What follows belongs to an exercise in optimizing a design on an open flow for small area; a production flow would make more cautious choices. In this exercise RTL edits were held to simulation tests only and were not proved equivalent to the original.

Setup of rev 12:
## anemometer_period_speed_meter_top
module anemometer_period_speed_meter_top (
  input  logic                           clk_i,
  input  logic                           rst_ni,
  input  logic                           in_valid_i,
  output logic                           in_ready_o,
  input  apm_pkg::in_word_t              in_word_i,
  output logic                           out_valid_o,
  input  logic                           out_ready_i,
  output apm_pkg::out_word_t             out_word_o,
  input  logic                           cfg_we_i,
  input  logic [apm_pkg::CfgIdxBits-1:0] cfg_index_i,
  input  logic [apm_pkg::DataBits-1:0]   cfg_data_i
);
  localparam logic [2:0] PIdle = 3'd0;
  localparam logic [2:0] PElap = 3'd1;
  localparam logic [2:0] PAcc  = 3'd2;
  localparam logic [2:0] PRpm  = 3'd3;
  localparam logic [2:0] PMms  = 3'd4;
  localparam logic [2:0] PMul  = 3'd5;
  localparam logic [2:0] PMph  = 3'd6;
  localparam logic [2:0] POut  = 3'd7;
  localparam logic [31:0] RpmNum = 32'd960000000;
  localparam logic [31:0] MulK   = 32'd111847;
  localparam logic [16:0] MulD   = 17'd50000;
  logic [31:0] deb_q, stop_q, scale_q;
  logic [31:0] last_q, period_q, count_q;
  logic        pulse_q;
  logic [2:0]  ph_q;
  logic [4:0]  it_q;      
  logic [1:0]  sl_q;      
  logic        c_q;       
  logic        m_q;       
  logic        sg_q;      
  logic [61:0] u_q;       
  logic [31:0] r_q;       
  logic [16:0] x_q;       
  logic        sat_q;
  always_ff @(posedge clk_i or negedge rst_ni) begin
    if (!rst_ni) begin
      deb_q   <= apm_pkg::DebounceReset;
      stop_q  <= apm_pkg::StopReset;
      scale_q <= apm_pkg::ScaleReset;
    end else if (cfg_we_i) begin
      case (cfg_index_i)
        apm_pkg::CfgDebounce:    deb_q   <= cfg_data_i;
        apm_pkg::CfgStopTimeout: stop_q  <= cfg_data_i;
        apm_pkg::CfgSpeedScale:  scale_q <= cfg_data_i;
        default: ;
      endcase
    end
  end
  logic elap, acc, div, mul, mph, busy, first, k0, k3, it0;
  ...
==> flow/config.mk <==
export PLATFORM = sky130hd
export DESIGN_NAME = anemometer_period_speed_meter_top
export DESIGN_NICKNAME = anemometer_period_speed_meter_top
export VERILOG_FILES = /design/flow/design.v
export SDC_FILE = /design/flow/constraint.sdc
export NUM_CORES = 4
export LEC_CHECK = 0
export CAP_MARGIN = 20
export CORE_MARGIN = 2
export CORE_UTILIZATION = 40
export CTS_BUF_LIST = sky130_fd_sc_hd__clkbuf_16
export CTS_CLUSTER_DIAMETER = 100
export CTS_CLUSTER_SIZE = 25
export SLEW_MARGIN = 20
==> flow/constraint.sdc <==
create_clock -name core_clock -period 9.0 [get_ports {clk_i}]
set_input_delay 1.8000 -clock core_clock [delete_from_list [all_inputs] [get_ports {clk_i}]]
set_output_delay 1.8000 -clock core_clock [all_outputs]
set_load 0.01 [all_outputs]
standard.sh (not shown) runs the stock make flow with config.mk's settings and CLKGATE_MAP_FILE= SYNTH_SCRIPT=/design/flow/synth_recipe.tcl, a recipe that flattens the netlist after the stock synthesis.
==> flow/flow/run.sh <==
#!/bin/bash
# The standard layout (the standard.sh), with the port buffers made of the smallest
# buffer cell instead of the resizer's default pick. Everything else is the standard flow.
set -euo pipefail
bash standard.sh BUFFER_PORTS_ARGS="-buffer_cell sky130_fd_sc_hd__buf_1" finish > standard_flow.log 2>&1
> inputs changed (rev 12 -> rev 13)
-- flow/design.v --
<<< rev 12, line 119
  assign counted    = (in_word_i.operation == apm_pkg::OpPulse) && cres;
  assign timeout    = (in_word_i.operation == apm_pkg::OpPoll) && last_nz && cres;
  always_ff @(posedge clk_i or negedge rst_ni) begin
    if (!rst_ni) begin
      last_q   <= '0;
>>> rev 13, line 119
  assign counted    = (in_word_i.operation == apm_pkg::OpPulse) && cres;
  assign timeout    = (in_word_i.operation == apm_pkg::OpPoll) && last_nz && cres;
  always_ff @(posedge clk_i) begin
    if (!rst_ni) begin
      last_q   <= '0;
<<< rev 12, line 137
  logic       inc;
  logic [7:0] sum;
  always_ff @(posedge clk_i or negedge rst_ni) begin
    if (!rst_ni) begin
      count_q <= '0;
>>> rev 13, line 137
  logic       inc;
  logic [7:0] sum;
  always_ff @(posedge clk_i) begin
    if (!rst_ni) begin
      count_q <= '0;
<<< rev 12, line 187
  assign b   = d ^ {8{inv}};
  assign cin = k0 ? (inv | inc) : c_q;
  logic [8:0] cy;
  always_comb begin
    cy[0] = cin;
    for (int i = 0; i < 8; i++) begin
      sum[i]  = a[i] ^ b[i] ^ cy[i];
      cy[i+1] = (a[i] & b[i]) | (cy[i] & (a[i] ^ b[i]));
    end
  end
  assign co = cy[8];
  assign sgn = (first ? 1'b0 : r_q[7]) ^ sub ^ co;
  assign q   = ~sgn & ~per_zero;
>>> rev 13, line 187
  assign b   = d ^ {8{inv}};
  assign cin = k0 ? (inv | inc) : c_q;
  assign {co, sum} = {1'b0, a} + {1'b0, b} + {8'd0, cin};
  assign sgn = (first ? 1'b0 : r_q[7]) ^ sub ^ co;
  assign q   = ~sgn & ~per_zero;
Notes after the runs:
- The flow did not stop early for rev 13: all stages ran, and the layout cleared the timing, design-rule and antenna checks.
- Shortest period the worst path allows on rev 13 is down relative to rev 12.
- The run showing the smaller maximum number of pins on one net before global-route repair is rev 13.
- Cmp rev 13 and rev 12 / async set-reset flop share out of synthesis / lower: rev 13
- Rev 13 against rev 12: total via count in the routed design has increased, peak clock frequency supported by timing has increased, met3 routing resource usage after global routing has remained practically unchanged.
- Run comparison: rev 12 worst setup path startpoint ph_q[0]; rev 13 worst setup path startpoint ph_q[1]


Setup of old:
The RTL this note starts from:
==> flow/design.v <==
package apm_pkg;
  localparam int unsigned DataBits   = 32;
  localparam int unsigned RpmBits    = 30;
  localparam int unsigned CfgIdxBits = 2;
  localparam logic [CfgIdxBits-1:0] CfgDebounce    = 2'd0;
  localparam logic [CfgIdxBits-1:0] CfgStopTimeout = 2'd1;
  localparam logic [CfgIdxBits-1:0] CfgSpeedScale  = 2'd2;
  localparam logic OpPulse = 1'b0;
  localparam logic OpPoll  = 1'b1;
  localparam logic [DataBits-1:0] DebounceReset = 32'd40000;
  localparam logic [DataBits-1:0] StopReset     = 32'd3000000;
  localparam logic [DataBits-1:0] ScaleReset    = 32'd558584000;
  localparam logic [DataBits-1:0] RpmQ4Num = 32'd960000000;
  localparam int unsigned     MphNumBits = 18;
  localparam int unsigned     MphDenBits = 17;
  localparam logic [MphNumBits-1:0] MphNum = 18'd223694;
  localparam logic [MphDenBits-1:0] MphDen = 17'd100000;
  localparam int unsigned     ProdBits     = DataBits + MphNumBits;
  localparam int unsigned     MphDigitBits = 4;
  localparam int unsigned     MphSteps     = (ProdBits + MphDigitBits - 1) / MphDigitBits;
  localparam int unsigned     MphQuotBits  = MphSteps * MphDigitBits;
  localparam int unsigned DivSteps = DataBits;
  localparam int unsigned CntBits  = $clog2(DivSteps);
  localparam int unsigned QueueDepth     = 2;
  localparam int unsigned QueuePtrBits   = $clog2(QueueDepth);
  localparam int unsigned QueueCountBits = $clog2(QueueDepth + 1);
  typedef struct packed {
    logic                operation;
    logic [DataBits-1:0] now_us;
  } in_word_t;
  typedef struct packed {
    logic                pulse_accepted;
    logic [DataBits-1:0] revolutions;
    logic [DataBits-1:0] period_us;
    logic [RpmBits-1:0]  rpm_q4;
    logic [DataBits-1:0] speed_mm_per_s;
    logic [DataBits-1:0] speed_milli_mph;
  } out_word_t;
  typedef struct packed {
    logic                pulse_accepted;
    logic [DataBits-1:0] revolutions;
    logic [DataBits-1:0] period_us;
  } job_t;
endpackage
module anemometer_period_speed_meter_top (
  input  logic                           clk_i,
  input  logic                           rst_ni,
  input  logic                           in_valid_i,
  output logic                           in_ready_o,
  input  apm_pkg::in_word_t              in_word_i,
  output logic                           out_valid_o,
  input  logic                           out_ready_i,
  output apm_pkg::out_word_t             out_word_o,
  input  logic                           cfg_we_i,
  input  logic [apm_pkg::CfgIdxBits-1:0] cfg_index_i,
  input  logic [apm_pkg::DataBits-1:0]   cfg_data_i
);
  localparam logic [2:0] PIdle = 3'd0;
  localparam logic [2:0] PElap = 3'd1;
  localparam logic [2:0] PAcc  = 3'd2;
  localparam logic [2:0] PRpm  = 3'd3;
  localparam logic [2:0] PMms  = 3'd4;
  localparam logic [2:0] PMul  = 3'd5;
  localparam logic [2:0] PMph  = 3'd6;
  localparam logic [2:0] POut  = 3'd7;
  localparam logic [31:0] RpmNum = 32'd960000000;
  localparam logic [31:0] MulK   = 32'd111847;
  localparam logic [16:0] MulD   = 17'd50000;
  logic [31:0] deb_q, stop_q, scale_q;
  logic [31:0] last_q, period_q, count_q;
  logic        pulse_q;
  logic [2:0]  ph_q;
  logic [4:0]  it_q;      
  logic [1:0]  sl_q;      
  logic        c_q;       
  logic        m_q;       
  logic        sg_q;      
  logic [61:0] u_q;       
  logic [31:0] r_q;       
  logic [16:0] x_q;       
  logic        sat_q;
  always_ff @(posedge clk_i) begin
    if (!rst_ni) begin
      deb_q   <= apm_pkg::DebounceReset;
      stop_q  <= apm_pkg::StopReset;
      scale_q <= apm_pkg::ScaleReset;
    end else if (cfg_we_i) begin
      case (cfg_index_i)
        apm_pkg::CfgDebounce:    deb_q   <= cfg_data_i;
        apm_pkg::CfgStopTimeout: stop_q  <= cfg_data_i;
        apm_pkg::CfgSpeedScale:  scale_q <= cfg_data_i;
        default: ;
      endcase
    end
  end
  logic elap, acc, div, mul, mph, busy, first, k0, k3, it0;
  assign elap  = ph_q == PElap;
  assign acc   = ph_q == PAcc;
  assign div   = (ph_q == PRpm) | (ph_q == PMms);
  assign mul   = ph_q == PMul;
  assign mph   = ph_q == PMph;
  assign busy  = elap | div | mul | mph;
  assign k0    = sl_q == 2'd0;
  assign k3    = sl_q == 2'd3;
  assign it0   = it_q == 5'd0;
  assign inc   = (ph_q == PRpm) & (it_q == 5'd31);
  assign first = ((ph_q == PRpm) & (it_q == 5'd30)) | (ph_q == PMms | mul) & (it_q == 5'd31);
  logic        accept, last_nz, counted, timeout;
  assign in_ready_o = acc;
  assign accept     = acc & in_valid_i;
  assign last_nz    = |last_q;
  logic [31:0] cmpb; logic [32:0] cc; logic cres;
  assign cmpb = in_word_i.operation ? stop_q : deb_q;
  always_comb begin
    cc[0] = ~in_word_i.operation;
    for (int i = 0; i < 32; i++) cc[i+1] = (r_q[i] & ~cmpb[i]) | (cc[i] & (r_q[i] | ~cmpb[i]));
  end
  assign cres = cc[32];
  assign counted    = (in_word_i.operation == apm_pkg::OpPulse) && cres;
  assign timeout    = (in_word_i.operation == apm_pkg::OpPoll) && last_nz && cres;
  always_ff @(posedge clk_i) begin
    if (!rst_ni) begin
      last_q   <= '0;
      period_q <= '0;
    end else if (accept) begin
      if (counted) begin
        last_q  <= in_word_i.now_us;
        if (last_nz) period_q <= r_q;
      end else if (timeout) begin
        period_q <= '0;
      end
    end
  end
  always_ff @(posedge clk_i) begin
    if (accept) pulse_q <= counted;
  end
  logic       inc;
  logic [7:0] sum;
  always_ff @(posedge clk_i) begin
    if (!rst_ni) begin
      count_q <= '0;
    end else if (inc & pulse_q) begin
      case (sl_q)
        2'd0: count_q[7:0]   <= sum;
        2'd1: count_q[15:8]  <= sum;
        2'd2: count_q[23:16] <= sum;
        default: count_q[31:24] <= sum;
      endcase
    end
  end
  logic [7:0]  now_k, last_k, per_k, cnt_k, mulk_k, a, d, b;
  logic        per_zero, dbit, in0, sub, inv, cin, co, sgn, q;
  logic [16:0] t2, xadd;
  logic        xbit, ge2, sat_now, q2;
  always_comb begin
    case (sl_q)
      2'd0: begin now_k = in_word_i.now_us[7:0];   last_k = last_q[7:0];   per_k = period_q[7:0];   cnt_k = count_q[7:0];   end
      2'd1: begin now_k = in_word_i.now_us[15:8];  last_k = last_q[15:8];  per_k = period_q[15:8];  cnt_k = count_q[15:8];  end
      2'd2: begin now_k = in_word_i.now_us[23:16]; last_k = last_q[23:16]; per_k = period_q[23:16]; cnt_k = count_q[23:16]; end
      default: begin now_k = in_word_i.now_us[31:24]; last_k = last_q[31:24]; per_k = period_q[31:24]; cnt_k = count_q[31:24]; end
    endcase
  end
  assign mulk_k = MulK[{sl_q, 3'd0} +: 8];
  assign per_zero = ~|period_q;
  assign dbit     = (ph_q == PRpm) ? RpmNum[it_q] : scale_q[it_q];
  assign xbit    = mul ? (~first & r_q[7]) : r_q[31];
  assign t2      = {x_q[15:0], xbit};
  assign ge2     = t2 >= MulD;
  assign sat_now = x_q >= MulD;
  assign q2      = ge2 | sat_q | sat_now;
  assign xadd    = mul ? {16'd0, co} : (ge2 ? (17'd0 - MulD) : 17'd0);
  assign in0 = div ? dbit : (mph & q2);
  assign sub = div & (first | ~sg_q);
  assign inv = elap | (sub & ~inc);
  always_comb begin
    if (elap)       a = now_k;
    else if (inc)   a = cnt_k;
    else if (first) a = {7'd0, k0 & in0};
    else            a = {r_q[6:0], k0 ? in0 : m_q};
  end
  always_comb begin
    if (elap)                d = last_k;
    else if (div & ~inc)     d = per_k;
    else if (mul & u_q[31])  d = mulk_k;
    else                     d = '0;
  end
  assign b   = d ^ {8{inv}};
  assign cin = k0 ? (inv | inc) : c_q;
  assign {co, sum} = {1'b0, a} + {1'b0, b} + {8'd0, cin};
  assign sgn = (first ? 1'b0 : r_q[7]) ^ sub ^ co;
  assign q   = ~sgn & ~per_zero;
  always_ff @(posedge clk_i) begin
    if (busy) begin
      r_q <= {sum, r_q[31:8]};
      c_q <= co;
      m_q <= r_q[7];
    end
    if (div & k3) sg_q <= sgn;
  end
  always_ff @(posedge clk_i) begin
    if (div & k3)             u_q        <= {u_q[60:0], q};
    else if (mul & k3)        u_q[31:0]  <= {u_q[30:0], u_q[31]};
  end
  always_ff @(posedge clk_i) begin
    if ((mul & k3) | (mph & k0)) x_q <= t2 + xadd;
    else if (!(mul | mph))       x_q <= '0;
    sat_q <= mph & (sat_q | sat_now);
  end
  always_ff @(posedge clk_i or negedge rst_ni) begin
    if (!rst_ni) begin
      ph_q <= PIdle;
    end else begin
      case (ph_q)
        PIdle:   if (in_valid_i) ph_q <= PElap;
        PElap:   if (k3) ph_q <= PAcc;
        PAcc:    ph_q <= in_valid_i ? PRpm : PIdle;
        PRpm:    if (k3 & it0) ph_q <= PMms;
        PMms:    if (k3 & it0) ph_q <= PMul;
        PMul:    if (k3 & it0) ph_q <= PMph;
        PMph:    if (k3 & it0) ph_q <= POut;
        default: if (out_ready_i) ph_q <= PIdle;
      endcase
    end
  end
  always_ff @(posedge clk_i) begin
    sl_q <= busy ? sl_q + 1'b1 : 2'd0;
    if (!(div | mul | mph)) it_q <= 5'd31;
    else if (k3)            it_q <= it_q - 1'b1;
  end
  assign out_valid_o = ph_q == POut;
  assign out_word_o  = {pulse_q, count_q, period_q, u_q, r_q};
endmodule
==> flow/config.mk <==
export PLATFORM = sky130hd
export DESIGN_NAME = anemometer_period_speed_meter_top
export DESIGN_NICKNAME = anemometer_period_speed_meter_top
export VERILOG_FILES = /design/flow/design.v
export SDC_FILE = /design/flow/constraint.sdc
export NUM_CORES = 4
export LEC_CHECK = 0
export CAP_MARGIN = 20
export CORE_MARGIN = 2
export CORE_UTILIZATION = 40
export CTS_BUF_LIST = sky130_fd_sc_hd__clkbuf_16
export CTS_CLUSTER_DIAMETER = 100
export CTS_CLUSTER_SIZE = 25
export SLEW_MARGIN = 20
==> flow/constraint.sdc <==
create_clock -name core_clock -period 9.0 [get_ports {clk_i}]
set_input_delay 1.8000 -clock core_clock [delete_from_list [all_inputs] [get_ports {clk_i}]]
set_output_delay 1.8000 -clock core_clock [all_outputs]
set_load 0.01 [all_outputs]
Scripts as last shown in full above: flow/flow/run.sh
> inputs changed (old -> new)
-- flow/design.v --
<<< old, line 187
  assign b   = d ^ {8{inv}};
  assign cin = k0 ? (inv | inc) : c_q;
  assign {co, sum} = {1'b0, a} + {1'b0, b} + {8'd0, cin};
  assign sgn = (first ? 1'b0 : r_q[7]) ^ sub ^ co;
  assign q   = ~sgn & ~per_zero;
>>> new, line 187
  assign b   = d ^ {8{inv}};
  assign cin = k0 ? (inv | inc) : c_q;
  logic [8:0] cy;
  always_comb begin
    cy[0] = cin;
    for (int i = 0; i < 8; i++) begin
      sum[i]  = a[i] ^ b[i] ^ cy[i];
      cy[i+1] = (a[i] & b[i]) | (cy[i] & (a[i] ^ b[i]));
    end
  end
  assign co = cy[8];
  assign sgn = (first ? 1'b0 : r_q[7]) ^ sub ^ co;
  assign q   = ~sgn & ~per_zero;
## What came out
Number of nets in the synthesized netlist, new vs old: down by a few percent
Taking old as the reference, in new share of cells above drive strength 1 now larger, final standard cell count with taps included and fillers excluded now smaller, sequential share of layout area now larger, clock-pin slew of the registers on the worst-case setup and hold paths comparable.

[separate check: timing with driven ports]
No port has a modelled driver above. Below, the same layouts with a new extraction and two added sets of constraints.
Step 1 assumes that a clkbuf_16 drives the clock port and a buf_2 every other input.
Step 2 adds t to the input delays and takes it off the output delays; t is the mean of the earliest and latest rising clock arrival at the registers after step 1. Input paths then give back, and output paths get back, about the clock's delay inside the block.
Slacks: no drivers / after step 1 / after step 2; pairs: no drivers / after step 1.
run	shift t [ns]	slack for setup (ns)	latest minus earliest clock arrival (ns)	worst data-port slew with drivers (ns)	pins driven straight from the clock port
rev 12	0.573	0.770 / 0.770 / 0.629	0.047 / 0.047	0.10	1
rev 13	0.565	1.854 / 1.854 / 1.854	0.038 / 0.038	0.08	1
old	0.561	1.839 / 1.839 / 1.734	0.048 / 0.049	0.07	1
new	0.563	0.836 / 0.836 / 0.836	0.060 / 0.060	0.09	1
After both steps every run listed still meets setup and hold. The setup slack of rev 12, which loses most, moves by 0.000 ns with the drivers and by -0.141 ns with both steps.
